This is an optimization exercise on Yosys and OpenROAD, whose aim is small area, a short achievable clock period and few clock cycles per item, not a production implementation. The RTL was checked by simulation tests, not by an equivalence proof against the original design. No activity file was given, so power comes from the tool's default toggle rates.

## ember
==> flow/design.v <==
`timescale 1ns / 1ps
`default_nettype none
module framed_ascii_decimal_parser #(
	parameter int MAX_CHARS = 63,
	parameter int MAX_FRAC_DIGITS = 6
) (
	input wire logic clk,
	input wire logic arst_n,
	input wire logic s_tvalid,
	output logic s_tready,
	input wire logic [7:0] s_tdata,
	output logic m_tvalid,
	input wire logic m_tready,
	output logic [55:0] m_tdata,
	output logic [2:0] m_tuser,
	input wire logic cfg_valid,
	output logic cfg_ready,
	input wire logic cfg_index,
	input wire logic [7:0] cfg_data
);
	logic [7:0] start_q, end_q;
	always_ff @(posedge clk or negedge arst_n) begin
		if (!arst_n) begin
			start_q <= 8'd60;
			end_q <= 8'd62;
		end else if (cfg_valid) begin
			if (cfg_index) end_q <= cfg_data;
			else start_q <= cfg_data;
		end
	end
	assign cfg_ready = 1'b1;
	logic v1_q;
	logic is_start1_q, is_end1_q, is_digit1_q, is_point1_q;
	logic [3:0] e1_q;	 
	logic [3:0] d1;
	logic in_frame_q, point_q, bad_q, trunc_q, sat_q;
	logic [5:0] count_q;
	logic full_q;	 
	logic [2:0] frac_q;
	logic [31:0] int_q;
	logic [23:0] bcd_q;	 
	logic busy_q, valid_q;
	logic [1:0] steps_q;
	logic [31:0] int_b_q;
	logic [15:0] fbin_q;
	logic [2:0] frac_b_q;
	logic bad_b_q, trunc_b_q, sat_b_q;
	logic idle, close, open, body, room, fdig, stall, go, handoff;
	assign idle = !busy_q && !valid_q;
	assign open = !in_frame_q && is_start1_q;
	assign close = in_frame_q && is_end1_q;
	assign body = in_frame_q && !is_end1_q;
	assign room = !full_q;
	assign fdig = body && room && is_digit1_q && point_q && (frac_q != 3'd6);
	assign stall = (close && !idle) || (fdig && busy_q);
	assign go = v1_q && !stall;
	assign handoff = v1_q && close && idle;
	logic block_q;
	logic v1_n, is_end1_n, is_digit1_n, in_frame_n, point_n, busy_n, valid_n;
	logic is_digit_in;
	assign s_tready = !block_q;
	assign is_digit_in = (s_tdata[7:4] == 4'h3) && (s_tdata[3:0] <= 4'd9);
	assign v1_n = s_tready ? s_tvalid : (v1_q && !go);
	assign is_end1_n = s_tready ? (s_tdata == end_q) : is_end1_q;
	assign is_digit1_n = s_tready ? is_digit_in : is_digit1_q;
	assign in_frame_n = (go && open) ? 1'b1 : (go && close) ? 1'b0 : in_frame_q;
	assign point_n = (go && open) ? 1'b0 :
		(go && body && room && !is_digit1_q && is_point1_q) ? 1'b1 : point_q;
	assign busy_n = handoff || (busy_q && (steps_q != 2'd0));
	assign valid_n = handoff ? valid_q : busy_q ? (valid_q || (steps_q == 2'd0)) : (valid_q && !m_tready);
	always_ff @(posedge clk or negedge arst_n) begin
		if (!arst_n) begin
			v1_q <= 1'b0;
			block_q <= 1'b0;
		end else begin
			v1_q <= v1_n;
			block_q <= (v1_n && in_frame_n &&
				((is_end1_n && (busy_n || valid_n)) || (is_digit1_n && point_n && busy_n)));
		end
	end
	always_ff @(posedge clk) begin
		if (s_tready) begin
			is_start1_q <= (s_tdata == start_q);
			is_end1_q <= (s_tdata == end_q);
			is_digit1_q <= is_digit_in;
			is_point1_q <= (s_tdata == 8'h2e);
			e1_q <= {s_tdata[3], s_tdata[2] | s_tdata[3], s_tdata[1] | s_tdata[3], s_tdata[0]};
		end
	end
	assign d1 = {e1_q[3], e1_q[2] & !e1_q[3], e1_q[1] & !e1_q[3], e1_q[0]};
	logic [31:0] int_x10;
	logic int_ovf;
	logic [30:0] add_a, add_b, add_s;
	logic add_c, add_co;
	assign add_a = {int_q[28:0], e1_q[2], e1_q[1]};
	assign add_b = int_q[30:0];
	assign add_c = e1_q[3];
	always_comb begin
		logic [30:0] g, p, gg, pp;
		g = add_a & add_b;
		p = add_a ^ add_b;
		gg = g;
		pp = p;
		gg[0] = g[0] | (p[0] & add_c);
		for (int l = 0; l < 5; l++) begin
			for (int i = 30; i >= 0; i--) begin
				if (((i + 1) % (2 << l)) == 0) begin
					gg[i] = gg[i] | (pp[i] & gg[i - (1 << l)]);
					pp[i] = pp[i] & pp[i - (1 << l)];
				end
			end
		end
		for (int l = 3; l >= 0; l--) begin
			for (int i = 30; i >= 0; i--) begin
				if (i >= 3 * (1 << l) - 1 && ((i + 1 - (1 << l)) % (2 << l)) == 0) begin
					gg[i] = gg[i] | (pp[i] & gg[i - (1 << l)]);
					pp[i] = pp[i] & pp[i - (1 << l)];
				end
			end
		end
		add_s = p ^ {gg[29:0], add_c};
		add_co = gg[30];
	end
	assign int_ovf = add_co | int_q[31] | int_q[30] | int_q[29];
	assign int_x10 = {add_s, e1_q[0]};
	logic int_dig;
	assign int_dig = body && room && is_digit1_q && !point_q;
	always_ff @(posedge clk) begin
		if (v1_q && open)
			int_q <= 32'd0;
		else if (v1_q && int_dig)
			int_q <= int_x10;
	end
	always_ff @(posedge clk or negedge arst_n) begin
		if (!arst_n)
			in_frame_q <= 1'b0;
		else if (go) begin
			if (open)
				in_frame_q <= 1'b1;
			else if (close)
				in_frame_q <= 1'b0;
		end
	end
	always_ff @(posedge clk) begin
		if (go) begin
			if (open) begin
				point_q <= 1'b0;
				bad_q <= 1'b0;
				trunc_q <= 1'b0;
				sat_q <= 1'b0;
				count_q <= 6'd0;
				full_q <= 1'b0;
				frac_q <= 3'd0;
			end else if (body) begin
				if (!room) begin
					trunc_q <= 1'b1;
				end else begin
					count_q <= count_q + 6'd1;
					full_q <= (count_q == 6'd62);
					if (is_digit1_q) begin
						if (point_q) begin
							if (frac_q == 3'd6)
								trunc_q <= 1'b1;
							else
								frac_q <= frac_q + 3'd1;
						end else begin
							if (int_ovf)
								sat_q <= 1'b1;
						end
					end else if (is_point1_q && !point_q) begin
						point_q <= 1'b1;
					end else begin
						bad_q <= 1'b1;
					end
				end
			end
		end
	end
	function automatic logic [3:0] dstep(input logic [2:0] r, input logic c);
		logic [3:0] n;
		begin
			n[3] = (!r[2] & r[1]) | (r[0] & c);
			n[2] = (!r[1] & r[0] & c) | (r[2] & !c);
			n[1] = r[0] | (!r[1] & c) | (r[2] & !c);
			n[0] = (!r[1] & !c) | (!r[2] & r[1] & c);
			dstep = n;
		end
	endfunction
	function automatic logic [23:0] dbl(input logic [23:0] f);
		logic [23:0] n;
		begin
			for (int j = 0; j < 6; j++)
				n[4*j +: 4] = dstep(f[4*j +: 3], (j > 0) ? f[4*((j > 0) ? j - 1 : 0) + 3] : 1'b0);
			dbl = n;
		end
	endfunction
	function automatic logic [3:0] dcode(input logic [3:0] d);
		case (d)
			4'd0: dcode = 4'b0110;
			4'd1: dcode = 4'b0000;
			4'd2: dcode = 4'b0001;
			4'd3: dcode = 4'b0010;
			4'd4: dcode = 4'b0011;
			4'd5: dcode = 4'b1110;
			4'd6: dcode = 4'b1000;
			4'd7: dcode = 4'b1001;
			4'd8: dcode = 4'b1010;
			default: dcode = 4'b1011;
		endcase
	endfunction
	logic [23:0] bcd0, bcd1, bcd2, bcd3;
	logic [3:0] fbits;	 
	logic conv;
	assign bcd0 = bcd_q;
	assign bcd1 = dbl(bcd0);
	assign bcd2 = dbl(bcd1);
	assign bcd3 = dbl(bcd2);
	assign fbits = {bcd0[23], bcd1[23], bcd2[23], bcd3[23]};
	assign conv = busy_q || handoff;
	always_ff @(posedge clk) begin
		for (int j = 0; j < 6; j++) begin
			if (conv)
				bcd_q[4*(5-j) +: 4] <= bcd3[4*(5-j) +: 4];
			else if (go && fdig && frac_q == 3'(j))
				bcd_q[4*(5-j) +: 4] <= dcode(d1);
			else if (go && fdig && frac_q < 3'(j))
				bcd_q[4*(5-j) +: 4] <= 4'b0110;
		end
	end
	logic fzero, fsat;
	assign fzero = handoff ? (frac_q == 3'd0) : (frac_b_q == 3'd0);
	assign fsat = handoff ? sat_q : sat_b_q;
	logic [3:0] fmask;
	assign fmask = (fbits & {4{!fzero}}) | {4{fsat}};
	always_ff @(posedge clk) begin
		if (conv)
			fbin_q <= {fbin_q[12:1], handoff ? fmask[3] : fbin_q[0], fmask[2:0]};
		if (handoff) begin
			int_b_q <= int_q | {32{sat_q}};
			frac_b_q <= frac_q;
			bad_b_q <= bad_q;
			trunc_b_q <= trunc_q;
			sat_b_q <= sat_q;
		end
	end
	always_ff @(posedge clk or negedge arst_n) begin
		if (!arst_n) begin
			busy_q <= 1'b0;
			valid_q <= 1'b0;
			steps_q <= 2'd0;
		end else begin
			if (handoff) begin
				busy_q <= 1'b1;
				steps_q <= 2'd3;
			end else if (busy_q) begin
				steps_q <= steps_q - 2'd1;
				if (steps_q == 2'd0) begin
					busy_q <= 1'b0;
					valid_q <= 1'b1;
				end
			end else if (m_tready) begin
				valid_q <= 1'b0;
			end
		end
	end
	assign m_tvalid = valid_q;
	assign m_tdata = {5'd0, frac_b_q, int_b_q, fbin_q};
	assign m_tuser = {sat_b_q, trunc_b_q, bad_b_q};
endmodule
`default_nettype wire
clock: 5.5 ns
lec_check: 0
abc_area: 1
cap_margin: 20
core_margin: 2
core_utilization: 40
cts_buf_list: sky130_fd_sc_hd__clkbuf_8
gpl_routability_driven: 0
setup_slack_margin: 3.35
slew_margin: 20
tns_end_percent: 3
standard.sh (not shown) runs the stock make flow with config.mk's settings and CLKGATE_MAP_FILE= SYNTH_SCRIPT=/design/flow/synth_recipe.tcl, a recipe that flattens the netlist after the stock synthesis.
==> flow/flow/run.sh <==
#!/bin/bash
# The standard layout (the standard.sh: ORFS synthesis to finish) with two
# changes: plain buf_2 cells as the port buffers (every port still gets one),
# and no adder-cell mapping in synthesis, so abc maps the adders as plain logic.
# standard.sh's output goes to standard.log.
export BUFFER_PORTS_ARGS="-buffer_cell sky130_fd_sc_hd__buf_2"
export ADDER_MAP_FILE=
bash standard.sh > standard.log 2>&1
Testbench counts of ember, summed over its fixed seeds: cycles 12,722, items 1,200.
### ember -> amber
==> flow/flow/run.sh <==
#!/bin/bash
# The standard layout (standard.sh: ORFS synthesis to finish) with three
# changes that leave the registers as the standard synthesis makes them:
#  - plain buf_2 cells as the port buffers (every port still gets one);
#  - no adder-cell mapping in synthesis, so abc maps the adders as logic;
#  - abc maps the logic with its area mapper (flow/abc_amap.script).
# The synthesis script is synth_recipe.tcl, sourced after a wrapper that only
# swaps the script abc is given. Each tool's output is in standard.log and in
# ORFS's own logs under orfs/logs.
set -euo pipefail
W=$PWD
export BUFFER_PORTS_ARGS="-buffer_cell sky130_fd_sc_hd__buf_2"
export ADDER_MAP_FILE=
export FADP_ABC_SCRIPT="$W/flow/abc_amap.script"
cat > "$W/flow_synth.tcl" <<TCL
proc abc {args} {
  set i [lsearch -exact \$args -script]
  if {\$i >= 0} { lset args [expr {\$i + 1}] \$::env(FADP_ABC_SCRIPT) }
  yosys abc {*}\$args
}
source $W/synth_recipe.tcl
TCL
sed "s#SYNTH_SCRIPT=[^ ]*#SYNTH_SCRIPT=$W/flow_synth.tcl#" standard.sh > my_standard.sh
bash my_standard.sh > standard.log 2>&1
==> flow/flow/abc_amap.script (new file) <==
strash
dch
amap
topo
stime -c
buffer -c
upsize -c
dnsize -c
diff --git a/flow/config.mk b/flow/config.mk
--- a/flow/config.mk
+++ b/flow/config.mk
@@ -12,5 +12,4 @@
 export CTS_BUF_LIST = sky130_fd_sc_hd__clkbuf_8
-export GPL_ROUTABILITY_DRIVEN = 0
 export SETUP_SLACK_MARGIN = 3.35
 export SLEW_MARGIN = 20
-export TNS_END_PERCENT = 3
+export TNS_END_PERCENT = 10
Notes after the runs:
Between amber and ember, the global-route track usage on met3 is higher for amber.
In amber, the minimum period implied by the final worst setup slack came out 720 ps above the value in ember.
amber went all the way through synthesis, placement and routing and the layout is clean on timing, DRC and antenna.
Taking ember as the reference, in amber number of distinct standard cells referenced by the synthesized netlist now sits higher; part of the total power dissipated in combinational logic dropped 0.9 points; clock network power share now sits higher.
The most common cell after layout, fill and taps aside comes out sky130_fd_sc_hd__edfxtp_1 in one run and sky130_fd_sc_hd__nand2_1 in the other, namely in amber and ember respectively.
On amber: fmax is about 24% lower than what ember gave.
Input-level comparison between harbor and amber:
==> flow/flow/run.sh <==
#!/bin/bash
# The standard layout (the standard.sh: ORFS synthesis to finish) with two
# changes: plain buf_2 cells as the port buffers (every port still gets one),
# and no adder-cell mapping in synthesis, so abc maps the adders as plain logic.
# standard.sh's output goes to standard.log.
export BUFFER_PORTS_ARGS="-buffer_cell sky130_fd_sc_hd__buf_2"
export ADDER_MAP_FILE=
bash standard.sh > standard.log 2>&1
diff --git a/flow/config.mk b/flow/config.mk
--- a/flow/config.mk
+++ b/flow/config.mk
@@ -12,4 +12,4 @@
 export CTS_BUF_LIST = sky130_fd_sc_hd__clkbuf_8
-export SETUP_SLACK_MARGIN = 3.35
+export SETUP_SLACK_MARGIN = 3.45
 export SLEW_MARGIN = 20
-export TNS_END_PERCENT = 10
+export TNS_END_PERCENT = 3
removed: flow/flow/abc_amap.script
Notes after the runs:
From amber to harbor, initial antenna violation count did not move at all.
Area taken by flip-flops and latches: amber and harbor compared, lower one is amber
For amber, the end of the critical path was int_q[31]$_SDFFE_PP0P_, unlike harbor, where it was m_tdata[49].
Comparing amber and harbor, utilization after layout is higher on amber.
Sort amber and harbor by met2 global-route usage asc -> top: harbor
Share of total power in combinational logic in harbor vs amber: up 1.0 points
harbor: clock group share of total power is 0.7 points lower than what amber reported.
Taking amber as the reference, in harbor sequential cell count ~0 delta; worst IR drop on VDD +about 9%; number of setup buffers added after CTS -23; via count +357.
The following lists how raven was set up differently from harbor:
diff --git a/flow/config.mk b/flow/config.mk
--- a/flow/config.mk
+++ b/flow/config.mk
@@ -12,3 +12,4 @@
 export CTS_BUF_LIST = sky130_fd_sc_hd__clkbuf_8
-export SETUP_SLACK_MARGIN = 3.45
+export PLACE_DENSITY = 0.75
+export SETUP_SLACK_MARGIN = 3.35
 export SLEW_MARGIN = 20
Notes after the runs:
Layout overhead on the synthesized area, harbor and raven, higher one = harbor.
For register-to-register slack, raven and harbor come out practically identical.
harbor → raven: post-DP HPWL about even, maximum frequency stayed essentially flat, leakage power of the design decreased by about 0.8% relative to the old numbers.
raven finished all stages; the layout is clean.
Compared with harbor, raven shows a setup slack that is 3.7 ps lower.
The arrival time at the worst endpoint on harbor is in line with that on raven.
Summary: worst hold slack, raven worse than harbor
On final total power, raven does worse than harbor.
Diff harbor -> raven: via count rose by 147, final area fell by 1.1%.

[separate check: timing with driven ports]
The results above use ideal ports. As a check the final layouts listed here were re-extracted and re-timed, cells and wires unchanged.
Step 1 (the two cells are an assumption about what drives the block):
set clk [get_ports {clk}]
set_driving_cell -lib_cell sky130_fd_sc_hd__clkbuf_16 $clk
set_driving_cell -lib_cell sky130_fd_sc_hd__buf_2 [delete_from_list [all_inputs] $clk]
Step 2, shift: input delay + t, output delay - t, t = (earliest + latest rising clock arrival at the registers) / 2. This alone moves slack from input paths to output paths.
Three values: ideal, step 1, step 2; two values: the first two.
| run | shift t [ns] | slack for setup (ns) | worst hold slack (ns) | worst setup path after step 2 | latest minus earliest clock arrival (ns) |
|---|---|---|---|---|---|
| ember | 0.503 | 3.255 / 3.217 / 3.328 | 0.439 / 0.439 / 0.439 | input to register | 0.025 / 0.024 |
| amber | 0.498 | 2.534 / 2.534 / 2.534 | 0.425 / 0.425 / 0.425 | register to register | 0.012 / 0.012 |
| harbor | 0.498 | 3.269 / 3.231 / 3.327 | 0.442 / 0.442 / 0.442 | input to register | 0.024 / 0.023 |
| raven | 0.513 | 3.266 / 3.229 / 3.279 | 0.422 / 0.422 / 0.422 | input to register | 0.011 / 0.012 |
After both steps every run listed still meets setup and hold.
